Background: an optimization exercise with open tools, aiming at small area. Do not read the settings as production practice.
The RTL was checked by simulation tests, not by an equivalence proof against the original design.
Power and IR drop assume default switching activity.

--- design/flow/config.mk ---
export PLATFORM = sky130hd
export DESIGN_NAME = filter_pkt_out
export DESIGN_NICKNAME = filter_pkt_out
export VERILOG_FILES = /design/flow/design.v
export SDC_FILE = /design/flow/constraint.sdc
export NUM_CORES = 4
export LEC_CHECK = 0
export CAP_MARGIN = 5
export CORE_MARGIN = 2
export CORE_UTILIZATION = 70
export SLEW_MARGIN = 5
export SYNTH_HIERARCHICAL = 1
--- design/flow/flow/run.sh ---
#!/bin/bash
# Standard ORFS layout with two changes:
#  - clock tree: no dummy loads, clkbuf_8 leaf buffers driving clusters of up to 20 flip-flops
#  - port buffers: the smallest buffer (buf_1) instead of the resizer's default choice
# The full make output goes to flow_make.log; ORFS's per-step logs stay under orfs/logs.
set -euo pipefail
export CTS_ARGS="-sink_clustering_enable -repair_clock_nets -dont_use_dummy_load -buf_list sky130_fd_sc_hd__clkbuf_8 -sink_clustering_size 20 -sink_clustering_max_diameter 50"
export BUFFER_PORTS_ARGS="-buffer_cell sky130_fd_sc_hd__buf_1"
bash standard.sh > flow_make.log 2>&1
--- design/flow/standard.sh ---
#!/bin/bash
# synth_recipe.tcl (not shown) runs the flow's synth.tcl, then flattens the netlist and writes it again
# the make line also repeats each setting of config.mk as NAME=value (left out here)
make -C /OpenROAD-flow-scripts/flow DESIGN_CONFIG=/design/flow/config.mk WORK_HOME=/design/flow/orfs CLKGATE_MAP_FILE= SYNTH_SCRIPT=/design/flow/synth_recipe.tcl "${@:-finish}"
--- design/flow/constraint.sdc ---
create_clock -name core_clock -period 8.0 [get_ports {clk}]
set_input_delay 1.6000 -clock core_clock [delete_from_list [all_inputs] [get_ports {clk}]]
set_output_delay 1.6000 -clock core_clock [all_outputs]
set_load 0.01 [all_outputs]
--- design/flow/design.v ---
package ts_pkg;
    localparam int TS_PKT_LEN  = 188;
    localparam int PID_INDEX_W = 12;
    typedef struct packed {
        logic [3:0] except_idx;
        logic       descram;
        logic [6:0] match_idx;
    } pid_index_t;
    typedef enum logic [2:0] {
        RD_IDLE  = 3'b001,
        RD_PRIME = 3'b010,
        RD_SEND  = 3'b100
    } rd_state_e;
endpackage
module pkt_dpram #(
    parameter int DEPTH  = 188,
    parameter int DATA_W = 8
) (
    input  logic              clk,
    input  logic              shift,
    input  logic              shift_n,
    input  logic [DATA_W-1:0] din,
    output logic [DATA_W-1:0] dout
);
    logic [DEPTH*DATA_W-1:0] sr;
    logic [DEPTH*DATA_W-1:0] sr_in;
    assign sr_in = {sr[(DEPTH-1)*DATA_W-1:0], din};
    always_ff @(posedge clk) begin
        sr <= ~((sr_in | {(DEPTH*DATA_W){shift_n}}) & (sr | {(DEPTH*DATA_W){shift}}));
    end
    assign dout = sr[DEPTH*DATA_W-1 -: DATA_W];
endmodule
module filter_pkt_out #(
    parameter int PKT_LEN    = ts_pkg::TS_PKT_LEN,
    parameter int ADDR_W     = 9,
    parameter int DROP_CNT_W = 16
) (
    input  logic                   clk,
    input  logic                   rst,
    input  logic                   ts_valid,
    input  logic [7:0]             ts_data,
    input  logic                   ts_sop,
    input  logic [ADDR_W-1:0]      dram_waddr,
    input  logic                   filter_eop,
    input  logic                   pid_find,
    input  logic [ts_pkg::PID_INDEX_W-1:0] pid_index,
    input  logic                   out_ready,
    output logic                   out_valid,
    output logic [7:0]             out_data,
    output logic                   out_sop,
    output logic                   out_eop,
    output logic [ts_pkg::PID_INDEX_W-1:0] out_index,
    output logic [DROP_CNT_W-1:0]  drop_cnt
);
    localparam int               OFF_W    = ADDR_W - 1;
    localparam logic [OFF_W-1:0] LAST_OFF = OFF_W'(PKT_LEN - 1);
    logic                   prime_q, send_q;
    logic [1:0]             bank_full_q, bank_full_d;
    logic [1:0][ts_pkg::PID_INDEX_W-1:0] idx_q;
    logic                   wr_drop_q, wr_drop_d;
    logic                   older_q;
    logic                   rd_bank_q;
    logic [OFF_W-1:0]       rd_off_q;
    logic [DROP_CNT_W-1:0]  drop_cnt_q, drop_cnt_d;
    logic                   wr_bank;
    logic                   sop_in;
    logic                   wr_en;
    logic                   rd_en;
    logic                   commit;
    logic                   last_beat;
    logic                   sending;
    logic [7:0]             head0, head1;
    logic                   phase_q;
    logic                   shift0, shift1;
    logic [7:0]             din_enc;
    assign wr_bank = dram_waddr[ADDR_W-1];
    assign sop_in  = ts_valid & ts_sop;
    assign wr_drop_d = sop_in ? bank_full_q[wr_bank] : wr_drop_q;
    assign wr_en     = ts_valid & ~wr_drop_d;
    assign sending   = send_q;
    assign last_beat = (rd_off_q == LAST_OFF);
    assign rd_en     = sending & out_ready;
    assign commit    = filter_eop & pid_find & ~wr_drop_q;
    assign shift0  = (wr_en & ~wr_bank) | (rd_en & ~rd_bank_q);
    assign shift1  = (wr_en & wr_bank) | (rd_en & rd_bank_q);
    assign din_enc = ts_data ^ {8{phase_q}};
    pkt_dpram #(.DEPTH(PKT_LEN), .DATA_W(8)) u_bank0 (
        .clk     (clk),
        .shift   (shift0),
        .shift_n (~shift0),
        .din     (din_enc),
        .dout    (head0)
    );
    pkt_dpram #(.DEPTH(PKT_LEN), .DATA_W(8)) u_bank1 (
        .clk     (clk),
        .shift   (shift1),
        .shift_n (~shift1),
        .din     (din_enc),
        .dout    (head1)
    );
    always_comb begin
        bank_full_d = bank_full_q;
        drop_cnt_d  = drop_cnt_q;
        if (rd_en && last_beat) begin
            bank_full_d[rd_bank_q] = 1'b0;
        end
        if (commit) begin
            bank_full_d[wr_bank] = 1'b1;
        end
        if (filter_eop && pid_find && wr_drop_q && drop_cnt_q != '1) begin
            drop_cnt_d = drop_cnt_q + DROP_CNT_W'(1);
        end
    end
    assign out_valid = sending;
    assign out_sop   = (rd_off_q == '0);
    assign out_eop   = last_beat;
    assign out_data  = (rd_bank_q ? head1 : head0) ^ {8{phase_q}};
    assign out_index = idx_q[rd_bank_q];
    assign drop_cnt  = drop_cnt_q;
    always_ff @(posedge clk or posedge rst) begin
        if (rst) begin
            prime_q     <= 1'b0;
            send_q      <= 1'b0;
            phase_q     <= 1'b0;
            bank_full_q <= '0;
            drop_cnt_q  <= '0;
        end else begin
            prime_q     <= ~prime_q & ~send_q & (|bank_full_q);
            send_q      <= prime_q | (send_q & ~(out_ready & last_beat));
            phase_q     <= ~phase_q;
            bank_full_q <= bank_full_d;
            drop_cnt_q  <= drop_cnt_d;
        end
    end
    always_ff @(posedge clk) begin
        wr_drop_q <= wr_drop_d;
        if (commit) begin
            idx_q[wr_bank] <= pid_index;
            if (bank_full_q[~wr_bank]) older_q <= ~wr_bank;
        end
        if (~prime_q & ~send_q) begin
            rd_bank_q <= (&bank_full_q) ? older_q : bank_full_q[1];
            rd_off_q  <= '0;
        end else if (rd_en && !last_beat) begin
            rd_off_q  <= rd_off_q + OFF_W'(1);
        end
    end
endmodule
==> reports/metrics.cfg, run 1 <==
[final_layout]
num-fill-cells=8864
nets=6580
layout-drive-gt1-share_pct=4.11
final_cell_mix=3017 x dfxtp_1, 3008 x o22ai_1, 186 x clkbuf_8
seqCellArea_um2=61700
syn_to_final_growth_pct=1.54
mostFrequentLayoutCell=dfxtp_1
layout.cells.non_filler=8166
final_area_um2=87300
multi_input_area_um2=20000

[power]
peakVddDrop_uv=287
power_density_nw_per_um2=478
leakage_nw=31.9
internal_power_mw=29.9
p_comb_share_pct=18.5
p_total_mw=41.8
switchingPower_mw=11.9
pwr-share-seq_pct=66.6
switching_share_pct=28.4
pwr-share-clk_pct=14.9

[synth]
syn_area_per_cell_um2=12.4
yosys.area.top_type=dfxtp_1
synth_seq_cells=3064
yosysUniqueCellTypes=45
yosysTopAreaCellShare_pct=70.2
synth_area_leaders=dfxtp_1 70%, o22ai_1 22%, buf_2 3.0%, buf_6 1.8%, edfxtp_1 0.91%
netlist_area_um2=86000
synth_edf_count=26
yosysWarnings=8
synth_flop_cell=dfxtp_1
async_flop_share_pct=0.685
synth_seq_area_share_pct=71.7
syn-num-nets=6960
synthCells=6921

[setup_path]
endpoint_kind=output pin
startpoint_type=register
cp.buffers_inverters=2
critPathMaxFanout=15
crit_start=rd_bank_q$_DFFE_PP_
criticalPathCategory=register to output pin
crit_required_ps=6400
max_stage_delay_ps=670
rrSetupSlack_ps=4730
worst_path_max_delay_cell=edfxtp_1
rr_startpoint=rd_bank_q$_DFFE_PP_
cp_cell_sequence=buf_4 > mux2i_1 > xnor2_1 > buf_1
crit_family=flip-flops
critical_path_arrival_ps=2600

[floorplan]
initial_utilization_pct=70.6
rows=128
dieWidth_um=355
io_pins=75
core_area_um2=122000
dieArea_um2=126000
die_y_um=355

[placed_design]
io_buffers=66
place.gp.congestion=0.738
place_inst=7978
postPlaceCellArea_um2=84800
dp_hpwl_um=67800

[clock_network]
cts_buffers=186
clkSinkCount=3064
h-tree-depth=4
root_buffer=clkbuf_8
clkTransAtPathRegs_ps=110
postCtsSetupBuffers=0
hold_buffers=0
clk_latency_ps=920
clock_path_buffers=3
cts_tree=done
ctsResizeCount=0

[global_route]
grt_max_degree=270
grt_pass1_vias=46800
antenna_found_initial=3
grt-ovfl-total=0
grt_util_all_layers_pct=19.4
grt_pass1_wl_um=215000

[hold_path]
min_from=u_bank0.sr[1392]$_DFF_P_
hp-class=register to register

[timing]
hold_violations=0
fin_crit_sh_pct=52.5
fin_crit_ps=4200
rsz0062_at_grt=false
setup-tns-final_ps=0
max_slew_margin_pct=23.3
skew_ps=87.0
drv_slew=0
setup_viol=0
max_slew.worst_pin.slew_ps=1150
max_clock_freq_mhz=238

[routing]
viasPerCell=6.11
drt_iter0_drc=3050
drc=0
drt_pass1_iterations=5
drt-wirelength-per-cell_um=15.2
wl_um=124000
ant_nets=0
vias=49900

[job]
cap_violations=0

[run_status]
outcome=finished clean

-- flip-flops by register name, indices dropped and copies added (netlist names), named ones only --
| name | flops |
|---|---|
| wr_drop_q | 1 |
| send_q | 1 |
| prime_q | 1 |
| bank_full_q | 2 |
| drop_cnt_q | 16 |
| phase_q | 1 |
| rd_bank_q | 1 |
| u_bank0.sr | 1504 |
| rd_off_q | 8 |
| older_q | 1 |
| u_bank1.sr | 1504 |
-- power by group through the flow --
stage          Clock, mW  Sequential [mW]  Combinational (mW)
2_1_floorplan          0             27.0                7.13
3_3_place_gp           0             27.8                7.29
3_5_place_dp           0             28.1                7.77
4_1_cts             6.49             27.8                7.78
5_1_grt             7.00             28.8                8.73
6_report            6.22             27.8                7.72
-- path summary, 6_finish.rpt --
path / cells past startpoint / endpoint
worst max-delay path: 4 / out_data[3]
min in group asynchronous: 2 / drop_cnt_q[4]$_DFFE_PP0P_
worst min-delay path: 1 / u_bank0.sr[1400]$_DFF_P_
worst max register to register: 5 / u_bank0.sr[1392]$_DFF_P_
worst min register to register: 1 / u_bank0.sr[1400]$_DFF_P_
max in group asynchronous: 2 / drop_cnt_q[9]$_DFFE_PP0P_
-- metal layers --
layer  wire [um]  share of wire (%)  up-vias  GRT usage [%]
li1            -                  -    26000              -
met1       65700                 53    23400           28.0
met2       52500                 42      360           30.3
met3        3290                2.7      183           3.16
met4        2680                2.2        0           5.73
met5           0                  0        -              0
-- final cells by class --
cell class              count  area share (%)
flip-flops and latches   3064            70.6
multi-input cells        3158            22.9
clock buffers             186            2.93
well taps                1625            2.33
repair buffers            122            1.14
inverters                   9          0.0387
diodes                      2         0.00573
-- synthesized netlist by cell type, types with 5 or more instances --
cell,count
xnor2_1,13
edfxtp_1,26
xor2_1,23
dfrtp_1,21
nand4_1,6
mux2i_1,9
buf_2,510
mux2_2,12
o22ai_1,3009
nand2_1,15
nand3_1,7
nor3_1,5
dfxtp_1,3017
buf_4,18
inv_1,9
nor2_1,15
buf_6,136
clkbuf_1,26
-- through the flow --
step | setup WS (ps) | hold slack, ps | util, %
after floorplan | 4790 | 422 | -
after global placement | 3290 | 430 | 69.6
after detailed placement | 3230 | 433 | 69.6
after CTS | 3620 | 395 | 71.7
after global routing | 3570 | 422 | 71.7
final | 3800 | 394 | 71.7
-- kinds of logic (layout without fill, tap and decap cells) --
group	count (synthesis)	in the layout	synth area share, %
AOI/OAI and AO/OA	3029	3029	22.1
other	0	2	0
muxes	22	22	0.279
and+or+nand+nor	68	68	0.447
buffers and inverters	699	317	5.06
DFF	3064	3064	71.7
xor gates and xnor gates	36	36	0.367
adders and majority gates	3	3	0.0436
==> run 2, diff against run 1 <==
--- a/design/flow/config.mk
+++ b/design/flow/config.mk
@@ -8,5 +8,5 @@
 export CAP_MARGIN = 5
 export CORE_MARGIN = 2
-export CORE_UTILIZATION = 70
+export CORE_UTILIZATION = 85
 export SLEW_MARGIN = 5
 export SYNTH_HIERARCHICAL = 1
==> run 2 against run 1 <==
  * Count of clock-buffer cells in the layout down 9
  * Maximum frequency down 4.5%
  * Still clean on timing, DRC and antenna
  * Clock power down 2%
  * Global-route usage up 5.4 points
  * Non-clock buffer count down 11
  * Die area down 17%
  * Synthesized cell count unchanged
  * Sequential share of layout area up 0.53 points
  * Critical endpoint is now out_data[6]
  * Design area down 0.75%
==> reports/metrics.cfg, run 2 <==
[power]
switchingPower_mw=12.3  ; +3.5%
switching_share_pct=29.2  ; +0.78 points
pwr-share-seq_pct=66.8  ; +0.2 points
peakVddDrop_uv=322  ; +12%
power_density_nw_per_um2=485  ; +1.5%
internal_power_mw=29.8  ; -0.34%
leakage_nw=31.8  ; -0.39%
pwr-share-clk_pct=14.5  ; -0.4 points
p_comb_share_pct=18.7  ; +0.2 points

[setup_path]
criticalPathCategory=register to output pin
endpoint_kind=output pin
r2r.worst_path.cells=5  ; unchanged
startpoint_type=register
max_stage_delay_ps=1160  ; +490 ps
rr_startpoint=rd_bank_q$_DFFE_PP_
critPathMaxFanout=24  ; +9
critical_path_arrival_ps=2800  ; +200 ps
crit_required_ps=6400  ; about the same
cp_cell_sequence=mux2i_1 > xnor2_1 > buf_1
r2r-end=u_bank1.sr[730]$_DFF_P_
rrSetupSlack_ps=4470  ; -260 ps
worst_path_max_delay_cell=edfxtp_1

[final_layout]
final_area_um2=86700  ; -0.75%
layout.cells.non_filler=7818  ; -4.3%
mostFrequentLayoutCell=dfxtp_1
biggestRegsByFlops=u_bank0.sr: 1504 flops, u_bank1.sr: 1504 flops, drop_cnt_q: 16 flops
layout-drive-gt1-share_pct=3.79  ; -0.32 points
final_cell_mix=3017 x dfxtp_1, 3008 x o22ai_1, 177 x clkbuf_8
syn_to_final_growth_pct=0.783
nets=6560  ; -0.30%

[timing]
setup_viol=0  ; unchanged
setup-tns-final_ps=0  ; unchanged
max_clock_freq_mhz=227  ; -4.5%
hold_violations=0  ; unchanged
max_slew_margin_pct=9.14  ; -14 points
fin_crit_ps=4400  ; +197 ps
rsz0062_at_grt=false
fin_ws_ps=3600  ; -197 ps
skew_ps=71.1  ; -16.0 ps
max_slew.worst_pin.slew_ps=1360  ; +213 ps
drv_slew=0  ; unchanged
hold-worst-slack_ps=395  ; +1.46 ps
fin_crit_sh_pct=55.0  ; +2.5 points

[clock_network]
clkSinkCount=3064  ; unchanged
cts_tree=done
ctsResizeCount=0  ; unchanged
root_buffer=clkbuf_8
h-tree-depth=4  ; unchanged
postCtsSetupBuffers=0  ; unchanged
clk_latency_ps=890  ; -30 ps
clock_path_buffers=3  ; unchanged
clkTransAtPathRegs_ps=110  ; about the same
hold_buffers=0  ; unchanged
cts_buffers=177  ; -4.8%

[synth]
yosysTopAreaCellShare_pct=70.2  ; unchanged
syn_area_per_cell_um2=12.4  ; unchanged
yosysUniqueCellTypes=45  ; unchanged
synth_most_common_cell=dfxtp_1
synth_flop_cell=dfxtp_1
netlist_area_um2=86000  ; unchanged
syn-num-nets=6960  ; unchanged
synthCells=6921  ; unchanged
synth_area_leaders=dfxtp_1 70%, o22ai_1 22%, buf_2 3.0%, buf_6 1.8%, edfxtp_1 0.91%
yosys.area.top_type=dfxtp_1
synth_seq_area_share_pct=71.7  ; unchanged
synth_edf_count=26  ; unchanged
yosysWarnings=8  ; unchanged
async_flop_share_pct=0.685  ; unchanged
synth_seq_cells=3064  ; unchanged
yosys-top-cells-count=3017 x dfxtp_1, 3009 x o22ai_1, 510 x buf_2, 136 x buf_6

[floorplan]
die_y_um=322  ; -9.1%
initial_utilization_pct=85.9  ; +15 points
core_area_um2=100000  ; -18%
io_pins=75  ; unchanged
dieWidth_um=322  ; -9.1%
dieArea_um2=104000  ; -17%
rows=116  ; -9.4%

[placed_design]
place_inst=7640  ; -4.2%
dp_hpwl_um=72800  ; +7.4%
postPlaceCellArea_um2=84300  ; -0.62%
io_buffers=66  ; unchanged
dp_slack_ps=3190  ; -38.5 ps
place.gp.congestion=0.729  ; -1.1%

[hold_path]
hold_depth=1  ; unchanged
hp-class=register to register
min_from=u_bank1.sr[274]$_DFF_P_
hold_end=u_bank1.sr[282]$_DFF_P_

[routing]
viasPerCell=6.53  ; +6.8%
drt_pass1_iterations=5  ; unchanged
drt-wirelength-per-cell_um=16.9  ; +11%
wl_um=132000  ; +6.3%
drc=0  ; unchanged
vias=51000  ; +2.2%
drt_iter0_drc=3225  ; +5.7%
ant_nets=0  ; unchanged

[global_route]
grt_max_degree=280  ; +3.7%
antenna_found_initial=1  ; -2
grt_pass1_wl_um=224000  ; +4.3%
grt_pass1_vias=47900  ; +2.4%
grt-ovfl-total=0  ; unchanged
grt_util_all_layers_pct=24.8  ; +5.4 points

[job]
cap_violations=0  ; unchanged

[run_status]
outcome=finished clean

run 2: worst max-delay path by stage:
stage                        start                 endpoint  slack (ps)  cells past startpoint
3_3_place_gp         dram_waddr[8]  u_bank0.sr[300]$_DFF_P_        3290                      8
4_1_cts        rd_bank_q$_DFFE_PP_              out_data[6]        3480                      3
5_1_grt        rd_bank_q$_DFFE_PP_              out_data[6]        3470                      3
2_1_floorplan        dram_waddr[8]        older_q$_DFFE_PP_        4790                      3
6_report       rd_bank_q$_DFFE_PP_              out_data[6]        3600                      3
3_5_place_dp         dram_waddr[8]   u_bank0.sr[44]$_DFF_P_        3190                      8
run 2: through the flow:
step           util (%)  total power, mW
6_report           86.6             42.1
3_3_place_gp       84.1             35.0
3_5_place_dp       84.1             36.1
2_1_floorplan         -             34.1
4_1_cts            86.6             42.2
5_1_grt            86.6             44.6
run 2: layer usage:
layer / part of all wire (%) / GRT usage (%) / up-vias / wire length [um]
met3: 2.8 / 3.60 / 184 / 3690
met4: 1.6 / 6.32 / 0 / 2080
met1: 49 / 36.3 / 24400 / 64400
met2: 47 / 39.4 / 573 / 61800
met5: 0 / 0 / - / 0
li1: - / - / 25900 / -
run 2: layout make-up:
cell class              count  area [um^2]
well taps                1298         1620
inverters                   9         33.8
repair buffers            111          886
diodes                      1         2.50
fillers                  5070        13500
flip-flops and latches   3064        61700
clock buffers             177         2440
multi-input cells        3158        20000
run 2: power by group through the flow:
stage / logic (mW) / clock network, mW / registers (mW)
finish: 7.87 / 6.10 / 28.1
detailed placement: 7.86 / 0 / 28.3
global placement: 7.21 / 0 / 27.8
CTS: 7.90 / 6.22 / 28.0
global route: 8.81 / 6.77 / 29.0
floorplan: 7.13 / 0 / 27.0
run 2: logic make-up after synthesis:
kind of cell	count (synthesis)	share of synthesized area, %
AOI/OAI and AO/OA	3029	22.1
xor gates and xnor gates	36	0.367
adders and majority gates	3	0.0436
buffers and inverters	699	5.06
DFF	3064	71.7
muxes	22	0.279
and+or+nand+nor	68	0.447
run 2: critical path, delay by kind of cell (launching register included):
kind                      cells  cell delay, ps
DFF                           1            1160
muxes                         1             450
buffers and inverters         1             180
xor gates and xnor gates      1             170

-- what the ideal ports hide --
In the flow no input, the clock included, has a driving cell. The finished layouts below were timed again as built, in two steps.
Step 1 (the two cells are an assumption about what drives the block):
set clk [get_ports {clk}]
set_driving_cell -lib_cell sky130_fd_sc_hd__clkbuf_16 $clk
set_driving_cell -lib_cell sky130_fd_sc_hd__buf_2 [delete_from_list [all_inputs] $clk]
Step 2, shift: input delay + t, output delay - t, t = (earliest + latest rising clock arrival at the registers) / 2. This alone moves slack from input paths to output paths.
Slacks: ideal ports / drivers / drivers and shift; pairs: ideal ports / drivers.
run | t (ns) | setup slack, ns | worst setup path after step 2 | latest minus earliest clock arrival (ns) | worst data-port slew with drivers (ns)
run 1 | 0.950 | 3.801 / 3.730 / 3.103 | input to register | 0.087 / 0.087 | 0.11
run 2 | 0.918 | 3.604 / 3.537 / 3.050 | input to register | 0.072 / 0.072 | 0.11
After both steps setup and hold are still met in every run listed. The setup slack of run 1, which loses most, moves by -0.071 ns with the drivers and by -0.698 ns with both steps.
